Background: an optimization exercise with open tools, aiming at a short achievable clock period and few clock cycles per item. Do not read the settings as production practice.
Only simulation tests tie the RTL to the original design; equivalence was not proved.
Power is estimated from default activity; no workload was simulated.

## flow/constraint.sdc

```tcl
create_clock -name core_clock -period 5.0 [get_ports {clk}]
set_input_delay 1.0000 -clock core_clock [delete_from_list [all_inputs] [get_ports {clk}]]
set_output_delay 1.0000 -clock core_clock [all_outputs]
set_load 0.01 [all_outputs]
```

## flow/config.mk

```make
export PLATFORM = sky130hd
export DESIGN_NAME = cache
export DESIGN_NICKNAME = cache
export VERILOG_FILES = /design/flow/design.v
export SDC_FILE = /design/flow/constraint.sdc
export NUM_CORES = 4
export LEC_CHECK = 0
export CAP_MARGIN = 20
export CORE_MARGIN = 2
export CORE_UTILIZATION = 40
export SETUP_SLACK_MARGIN = 0.2
export SLEW_MARGIN = 20
```

## flow/design.v

```verilog
package cache_pkg;
    localparam int word_width     = 32;
    localparam int words_per_line = 4;
    localparam int num_lines      = 8;
    localparam int word_sel_width = 2;
    localparam int index_width    = 3;
    localparam int tag_width      = 25;
    typedef logic [word_width-1:0]                word_t;
    typedef logic [tag_width-1:0]                 tag_t;
    typedef logic [index_width-1:0]               index_t;
    typedef logic [word_sel_width-1:0]            word_sel_t;
    typedef logic [words_per_line*word_width-1:0] line_t;
    typedef struct packed {
        tag_t      tag;
        index_t    index;
        word_sel_t word_sel;
    } cache_addr_t;
    typedef struct packed {
        logic        read;
        logic        write;
        cache_addr_t addr;
        word_t       wdata;
    } proc_req_t;
    typedef enum logic [1:0] {
        st_compare,
        st_write_back,
        st_allocate
    } ctrl_state_t;
    typedef enum logic [1:0] {
        upd_none,
        upd_word,
        upd_fill
    } update_op_t;
    typedef struct packed {
        update_op_t op;
        index_t     index;
        word_sel_t  word_sel;
        tag_t       tag;
        word_t      word;
        line_t      line;
    } line_update_t;
endpackage
package mem_bus_pkg;
    localparam int mem_addr_width = 28;
    localparam int mem_data_width = 128;
    typedef logic [mem_addr_width-1:0] mem_addr_t;
    typedef struct packed {
        logic                      read;
        logic                      write;
        mem_addr_t                 addr;
        logic [mem_data_width-1:0] wdata;
    } mem_req_t;
    typedef struct packed {
        logic                      ready;
        logic [mem_data_width-1:0] rdata;
    } mem_resp_t;
endpackage
`timescale 1ns/1ps
module cache_line_store (
    input  logic         clk,
    input  logic         proc_reset,
    input  cache_pkg::index_t       lookup_index,
    input  cache_pkg::line_update_t update,
    output cache_pkg::line_t        rd_line,
    output cache_pkg::tag_t         rd_tag,
    output logic         rd_valid,
    output logic         rd_dirty
);
    cache_pkg::line_t                data_mem [cache_pkg::num_lines];
    cache_pkg::tag_t                 tag_mem  [cache_pkg::num_lines];
    logic [cache_pkg::num_lines-1:0] valid_bits;
    logic [cache_pkg::num_lines-1:0] dirty_bits;
    assign rd_line  = data_mem[lookup_index];
    assign rd_tag   = tag_mem[lookup_index];
    assign rd_valid = valid_bits[lookup_index];
    assign rd_dirty = dirty_bits[lookup_index];
    always_ff @(posedge clk) begin
        case (update.op)
            cache_pkg::upd_word: begin
                data_mem[update.index][update.word_sel * cache_pkg::word_width +: cache_pkg::word_width]
                    <= update.word;
            end
            cache_pkg::upd_fill: begin
                data_mem[update.index] <= update.line;
                tag_mem[update.index]  <= update.tag;
            end
            default: begin
            end
        endcase
    end
    always_ff @(posedge clk or posedge proc_reset) begin
        if (proc_reset) begin
            valid_bits <= '0;
            dirty_bits <= '0;
        end else begin
            case (update.op)
                cache_pkg::upd_word: begin
                    dirty_bits[update.index] <= 1'b1;
                end
                cache_pkg::upd_fill: begin
                    valid_bits[update.index] <= 1'b1;
                    dirty_bits[update.index] <= 1'b0;
                end
                default: begin
                end
            endcase
        end
    end
endmodule
`timescale 1ns/1ps
module cache_controller (
    input  logic         clk,
    input  logic         proc_reset,
    input  cache_pkg::proc_req_t    proc_req,
    input  cache_pkg::line_t        rd_line,
    input  cache_pkg::tag_t         rd_tag,
    input  logic         rd_valid,
    input  logic         rd_dirty,
    input  mem_bus_pkg::mem_resp_t    mem_resp,
    output logic         proc_stall,
    output cache_pkg::word_t        proc_rdata,
    output cache_pkg::line_update_t update,
    output mem_bus_pkg::mem_req_t     mem_req
);
    cache_pkg::ctrl_state_t state;
    cache_pkg::ctrl_state_t state_next;
    mem_bus_pkg::mem_req_t    mem_req_next;
    logic        access;
    logic        hit;
    mem_bus_pkg::mem_addr_t   req_line_addr;
    mem_bus_pkg::mem_addr_t   victim_line_addr;
    assign access = proc_req.read || proc_req.write;
    assign hit = rd_valid && (rd_tag == proc_req.addr.tag);
    assign proc_stall = (state != cache_pkg::st_compare) || (access && !hit);
    assign proc_rdata = rd_line[proc_req.addr.word_sel * cache_pkg::word_width +: cache_pkg::word_width];
    assign req_line_addr    = {proc_req.addr.tag, proc_req.addr.index};
    assign victim_line_addr = {rd_tag, proc_req.addr.index};
    always_comb begin
        state_next   = state;
        mem_req_next = mem_req;
        update.op       = cache_pkg::upd_none;
        update.index    = proc_req.addr.index;
        update.word_sel = proc_req.addr.word_sel;
        update.tag      = proc_req.addr.tag;
        update.word     = proc_req.wdata;
        update.line     = mem_resp.rdata;
        case (state)
            cache_pkg::st_compare: begin
                if (access && hit) begin
                    if (proc_req.write) begin
                        update.op = cache_pkg::upd_word;
                    end
                end else if (access && rd_valid && rd_dirty) begin
                    state_next         = cache_pkg::st_write_back;
                    mem_req_next.write = 1'b1;
                    mem_req_next.addr  = victim_line_addr;
                    mem_req_next.wdata = rd_line;
                end else if (access) begin
                    state_next        = cache_pkg::st_allocate;
                    mem_req_next.read = 1'b1;
                    mem_req_next.addr = req_line_addr;
                end
            end
            cache_pkg::st_write_back: begin
                if (mem_resp.ready) begin
                    state_next         = cache_pkg::st_allocate;
                    mem_req_next.write = 1'b0;
                    mem_req_next.read  = 1'b1;
                    mem_req_next.addr  = req_line_addr;
                end
            end
            cache_pkg::st_allocate: begin
                if (mem_resp.ready) begin
                    state_next        = cache_pkg::st_compare;
                    mem_req_next.read = 1'b0;
                    update.op         = cache_pkg::upd_fill;
                end
            end
            default: begin
                state_next   = cache_pkg::st_compare;
                mem_req_next = '0;
            end
        endcase
    end
    always_ff @(posedge clk or posedge proc_reset) begin
        if (proc_reset) begin
            state   <= cache_pkg::st_compare;
            mem_req <= '0;
        end else begin
            state   <= state_next;
            mem_req <= mem_req_next;
        end
    end
endmodule
`timescale 1ns/1ps
module cache (
    input  logic                         clk,
    input  logic                         proc_reset,
    input  logic                         proc_read,
    input  logic                         proc_write,
    input  logic [29:0]                  proc_addr,
    input  cache_pkg::word_t                        proc_wdata,
    output logic                         proc_stall,
    output cache_pkg::word_t                        proc_rdata,
    output logic                         mem_read,
    output logic                         mem_write,
    output mem_bus_pkg::mem_addr_t                    mem_addr,
    output cache_pkg::line_t                        mem_wdata,
    input  logic                         mem_ready,
    input  cache_pkg::line_t                        mem_rdata
);
    cache_pkg::proc_req_t    proc_req;
    mem_bus_pkg::mem_req_t     mem_req;
    mem_bus_pkg::mem_resp_t    mem_resp;
    cache_pkg::line_update_t update;
    cache_pkg::line_t        rd_line;
    cache_pkg::tag_t         rd_tag;
    logic         rd_valid;
    logic         rd_dirty;
    assign proc_req = {proc_read, proc_write, proc_addr, proc_wdata};
    assign mem_resp = {mem_ready, mem_rdata};
    assign mem_read  = mem_req.read;
    assign mem_write = mem_req.write;
    assign mem_addr  = mem_req.addr;
    assign mem_wdata = mem_req.wdata;
    cache_controller i_controller (
        .clk        (clk),
        .proc_reset (proc_reset),
        .proc_req   (proc_req),
        .rd_line    (rd_line),
        .rd_tag     (rd_tag),
        .rd_valid   (rd_valid),
        .rd_dirty   (rd_dirty),
        .mem_resp   (mem_resp),
        .proc_stall (proc_stall),
        .proc_rdata (proc_rdata),
        .update     (update),
        .mem_req    (mem_req)
    );
    cache_line_store i_line_store (
        .clk          (clk),
        .proc_reset   (proc_reset),
        .lookup_index (proc_req.addr.index),
        .update       (update),
        .rd_line      (rd_line),
        .rd_tag       (rd_tag),
        .rd_valid     (rd_valid),
        .rd_dirty     (rd_dirty)
    );
endmodule
```

## flow/run.sh

```bash
#!/bin/bash
# synth_recipe.tcl (not shown) runs the flow's synth.tcl, then flattens the netlist and writes it again
# the make line also repeats each setting of config.mk as NAME=value (left out here)
make -C /OpenROAD-flow-scripts/flow DESIGN_CONFIG=/design/flow/config.mk WORK_HOME=/design/flow/orfs CLKGATE_MAP_FILE= SYNTH_SCRIPT=/design/flow/synth_recipe.tcl finish
```

==> notes.md <==
==> what timing repair did <==
item	CTS	global route
setup endpoints to repair	30	26
cloned	4	1
hold buffers	0	0
resized for setup	36	39
setup buffers	4	2
pin swaps	10	6
==> metal layers <==
metal	global-route usage, %	part of all wire [%]	vias up
li1	-	-	15000
met1	40.0	42	18700
met2	39.3	43	2356
met3	7.51	12	265
met4	7.03	2.6	14
met5	0	0.050	-
==> layout by cell type, fill, tap and decap left out, types with 7 or more instances in the layout <==
cell type and count:
mux4_2 50, dlygate4sd2_1 9, clkinv_2 22, a22oi_1 279, nand4_1 54, a221oi_2 8
o31ai_1 18, a221o_1 13, o21ai_0 46, clkinv_1 35, a31o_2 7, a221oi_1 70
clkbuf_16 148, nor3_1 8, mux2_2 116, nand3_1 30, clkdlybuf4s50_1 368, mux2_4 18
o221ai_1 7, and2_1 8, a22o_1 163, mux2i_1 197, or3_1 12, a21oi_1 55
buf_12 158, clkbuf_1 34, nor2_1 56, nand2_1 198, nand3_2 12, inv_1 141
o22ai_1 41, buf_4 308, bufinv_16 15, nor2_4 40, edfxtp_1 1224, dfrtp_1 176
==> power groups by stage <==
stage | Sequential [uW] | Clock [uW] | Combinational (uW)
after floorplan | 14900 | 0 | 3640
after global placement | 14800 | 0 | 7620
after detailed placement | 14900 | 0 | 7690
after CTS | 14600 | 11100 | 7740
after global routing | 14700 | 11600 | 8220
final | 14600 | 11000 | 7840
==> registers in the layout (all words and copies together) (netlist names), named ones only <==
signal                   count
i_line_store.valid_bits      8
i_controller.mem_req       158
i_line_store.tag_mem       200
i_controller.state           2
i_line_store.data_mem     1024
==> worst paths after layout <==
path,start,to
worst max-delay path,proc_addr[4],proc_rdata[5]
min in group asynchronous,proc_reset,i_controller.mem_req[125]$_DFFE_PP0P_
worst max register to register,i_line_store.tag_mem[1][15]$_DFFE_PP_,i_line_store.data_mem[6][19]$_DFFE_PP_
worst min register to register,i_line_store.valid_bits[3]$_DFFE_PP0P_,i_line_store.valid_bits[3]$_DFFE_PP0P_
worst min-delay path,i_line_store.valid_bits[3]$_DFFE_PP0P_,i_line_store.valid_bits[3]$_DFFE_PP0P_
max in group asynchronous,proc_reset,i_controller.mem_req[139]$_DFFE_PP0P_
==> metrics by stage <==
| step | cells | utilization (%) | setup slack, ps | TNS (ps) |
|---|---|---|---|---|
| final | 6075 | 52.1 | 86.8 | 0 |
| after detailed placement | 5785 | 48.2 | -132 | -401 |
| after CTS | 6067 | 51.9 | 78.4 | 0 |
| after global routing | 6070 | 52.1 | 114 | 0 |
| after global placement | 5784 | 48.2 | -236 | -1530 |
| after floorplan | 3350 | - | -8.59 | -6350 |
==> critical path, stage by stage <==
cell and delay (ps):
buf_4 150, or2_2 190, buf_12 180, nor2_4 50, buf_12 160, buf_12 220
a22oi_1 240, nand4_1 420, buf_4 320, mux4_2 540, dlygate4sd2_1 330
==> logic make-up after synthesis <==
| kind of cell | Yosys count |
|---|---|
| adders and majority gates | 8 |
| DFF | 1400 |
| buffers and inverters | 358 |
| xor gates and xnor gates | 8 |
| muxes | 388 |
| AOI/OAI and AO/OA | 739 |
| and+or+nand+nor | 449 |
==> cell type report <==
class / count / area (um2) / share of cell area [%]
Sequential cell: 1400 / 41200 / 57.4
Multi-Input combinational cell: 1592 / 13200 / 18.4
Timing Repair Buffer: 864 / 9660 / 13.5
Clock buffer: 182 / 3820 / 5.33
Tap cell: 1794 / 2240 / 3.13
Clock inverter: 92 / 1030 / 1.44
Inverter: 146 / 558 / 0.779
Antenna cell: 5 / 12.5 / 0.0175
==> flow_results.xml <==
<?xml version="1.0" encoding="UTF-8"?>
<metrics>
  <group name="critical_path">
    <metric name="crit_fanout" unit="">21</metric>
    <metric name="data_arrival_time_of_the_worst_path" unit="ps">3910</metric>
    <metric name="required" unit="ps">4000</metric>
    <metric name="regToRegSetupSlack" unit="ps">1220</metric>
    <metric name="crit_path_end_kind" unit="">output pin</metric>
    <metric name="critical_path_class" unit="">input port to output pin</metric>
    <metric name="timing.reg2reg.worst_path_depth" unit="">13</metric>
    <metric name="cp-start-kind" unit="">input port</metric>
  </group>
  <group name="drt">
    <metric name="vias" unit="">36300</metric>
    <metric name="wl_per_cell" unit="um">32.0</metric>
    <metric name="postRouteWirelength" unit="mm">194</metric>
    <metric name="drc" unit="">0</metric>
    <metric name="ant_nets" unit="">0</metric>
    <metric name="detail_route.first_pass.iterations" unit="">7</metric>
    <metric name="first_iter_violations" unit="">5519</metric>
    <metric name="route.detailed.vias_per_inst" unit="">5.98</metric>
  </group>
  <group name="yosys">
    <metric name="yosysUniqueCellTypes" unit="">60</metric>
    <metric name="yosys_warnings" unit="">2</metric>
    <metric name="synth_top_cell_by_area" unit="">edfxtp_1</metric>
    <metric name="synthDominantCellAreaShare" unit="%">66.3</metric>
    <metric name="synth_compound_gate_area_share" unit="%">10.1</metric>
    <metric name="synth_async_sr_flop_share" unit="%">12.6</metric>
    <metric name="synthMostInstantiatedCell" unit="">edfxtp_1</metric>
    <metric name="synth.mux.area_fraction" unit="%">8.60</metric>
    <metric name="synth_flop_cell" unit="">edfxtp_1</metric>
    <metric name="synth_seq_area_share" unit="%">74.3</metric>
    <metric name="post_synth_inst_count" unit="">3350</metric>
    <metric name="synth_simple_gate_area_share" unit="%">3.67</metric>
    <metric name="syn_area" unit="um2">55400</metric>
    <metric name="synthesis.nets" unit="">3553</metric>
    <metric name="synth_area_leaders" unit="">edfxtp_1 (66%), dfrtp_1 (7.9%), a22oi_1 (3.8%)</metric>
    <metric name="average_instance_area_after_synthesis" unit="um2">16.5</metric>
    <metric name="top_cells_by_instance_count_after_synthesis" unit="">edfxtp_1 (1224), a22oi_1 (280), mux2i_1 (198), nand2_1 (198), dfrtp_1 (176)</metric>
    <metric name="synth_top_family_by_area" unit="">compound AO/OA/AOI/OAI gates</metric>
    <metric name="yosys_register_bits" unit="">1400</metric>
    <metric name="synth_enable_flop_cells" unit="">1224</metric>
    <metric name="synth-xor-area-share" unit="%">0.126</metric>
    <metric name="synthAdderAreaFrac" unit="%">0.181</metric>
  </group>
  <group name="floorplan">
    <metric name="initial_utilization" unit="%">40.3</metric>
    <metric name="dieHeight" unit="um">376</metric>
    <metric name="die_x" unit="um">376</metric>
    <metric name="core_region_area" unit="um2">137000</metric>
    <metric name="fp.dieArea" unit="um2">142000</metric>
    <metric name="fp-row-count" unit="">136</metric>
    <metric name="number_of_top_level_design_ports" unit="">386</metric>
  </group>
  <group name="power">
    <metric name="peak_supply_drop" unit="uV">370</metric>
    <metric name="pwr-share-comb" unit="%">23.4</metric>
    <metric name="power.switching" unit="uW">9570</metric>
    <metric name="clockPowerShare" unit="%">32.9</metric>
    <metric name="power" unit="uW">33500</metric>
    <metric name="switching_share" unit="%">28.6</metric>
    <metric name="cellInternalPower" unit="uW">23900</metric>
    <metric name="power_density" unit="nW/um2">467</metric>
    <metric name="p_leak" unit="uW">0.0258</metric>
    <metric name="sequentialPowerShare" unit="%">43.7</metric>
  </group>
  <group name="timing">
    <metric name="timing.max_slew.rel_slack" unit="%">39.3</metric>
    <metric name="maxSlewViolCount" unit="">0</metric>
    <metric name="final_hold_viol_count" unit="">0</metric>
    <metric name="final.period_utilization" unit="%">98.3</metric>
    <metric name="finClkSkew" unit="ps">59.5</metric>
    <metric name="holdWs" unit="ps">468</metric>
    <metric name="timing.final.crit_period" unit="ps">4910</metric>
    <metric name="maxClockFrequency" unit="GHz">0.204</metric>
    <metric name="setup-violations-final" unit="">0</metric>
    <metric name="max_slew.worst_pin.slew" unit="ps">908</metric>
    <metric name="rsz_0062_raised_after_global_routing" unit="">true</metric>
  </group>
  <group name="finish">
    <metric name="post-route-cell-area" unit="um2">71700</metric>
    <metric name="nets_final" unit="">4353</metric>
    <metric name="fraction_of_layout_cells_with_a_size_suffix_above_1" unit="%">22.9</metric>
    <metric name="syn_to_final_growth" unit="%">29.3</metric>
    <metric name="n_fill_cell" unit="">11100</metric>
  </group>
  <group name="global_route">
    <metric name="global_route_usage_over_all_layers" unit="%">27.1</metric>
    <metric name="grt_pass1_wl" unit="mm">269</metric>
    <metric name="first_global_vias" unit="">34200</metric>
    <metric name="pin_count_of_the_biggest_net_entering_global_routing" unit="">77</metric>
    <metric name="antenna_found_initial" unit="">15</metric>
    <metric name="grt.overflow.total" unit="">0</metric>
  </group>
  <group name="clock_tree">
    <metric name="cts_htree_levels" unit="">4</metric>
    <metric name="worst_skew_pair.late_latency" unit="ps">810</metric>
    <metric name="max-clock-path-buffers" unit="">3</metric>
    <metric name="tritoncts_num_sinks" unit="">1400</metric>
    <metric name="cts-buffers-inserted" unit="">146</metric>
    <metric name="cts_tree" unit="">done</metric>
    <metric name="cell_at_the_root_of_the_clock_tree" unit="">clkbuf_16</metric>
    <metric name="clkTransAtPathRegs" unit="ps">60</metric>
  </group>
  <group name="placement">
    <metric name="place.detailed.hpwl" unit="mm">133</metric>
    <metric name="gp_congestion" unit="">0.903</metric>
    <metric name="placed_cell_area" unit="um2">66300</metric>
    <metric name="io_buffer_count" unit="">385</metric>
  </group>
  <group name="run">
    <metric name="max_cap_viol_count" unit="">0</metric>
  </group>
  <group name="run_status">
    <metric name="status" unit="">finished clean</metric>
  </group>
  <group name="worst_hold_path">
    <metric name="holdCritPathClass" unit="">flop to flop</metric>
    <metric name="worst_hold_path.num_cells" unit="">1</metric>
  </group>
</metrics>
Testbench counts, summed over its fixed seeds: cycles 59,862, accesses 16,000.

-- re-timing with driven ports --
Ports are ideal in the flow. The routed layout listed here was re-timed in OpenROAD. Step 1: set_driving_cell puts a clkbuf_16 on clk and a buf_2 on each other input, an assumption about the parent block. Step 2 adds t to the input delays and takes it off the output delays; t is the mean of the earliest and latest rising clock arrival at the registers after step 1. Input paths then give back, and output paths get back, about the clock's delay inside the block. a / b / c = ideal ports / drivers / drivers and shift; a / b = the first two.
shift t [ns]: 0.861
slack for setup (ns): 0.087 / 0.033 / 0.033
worst setup path at the end: input to output
worst register clock-pin slew, ns: 0.06 / 0.06
After both steps setup and hold are still met in this run. For this run, drivers alone change the setup slack by -0.054 ns; drivers and shift together by -0.054 ns.
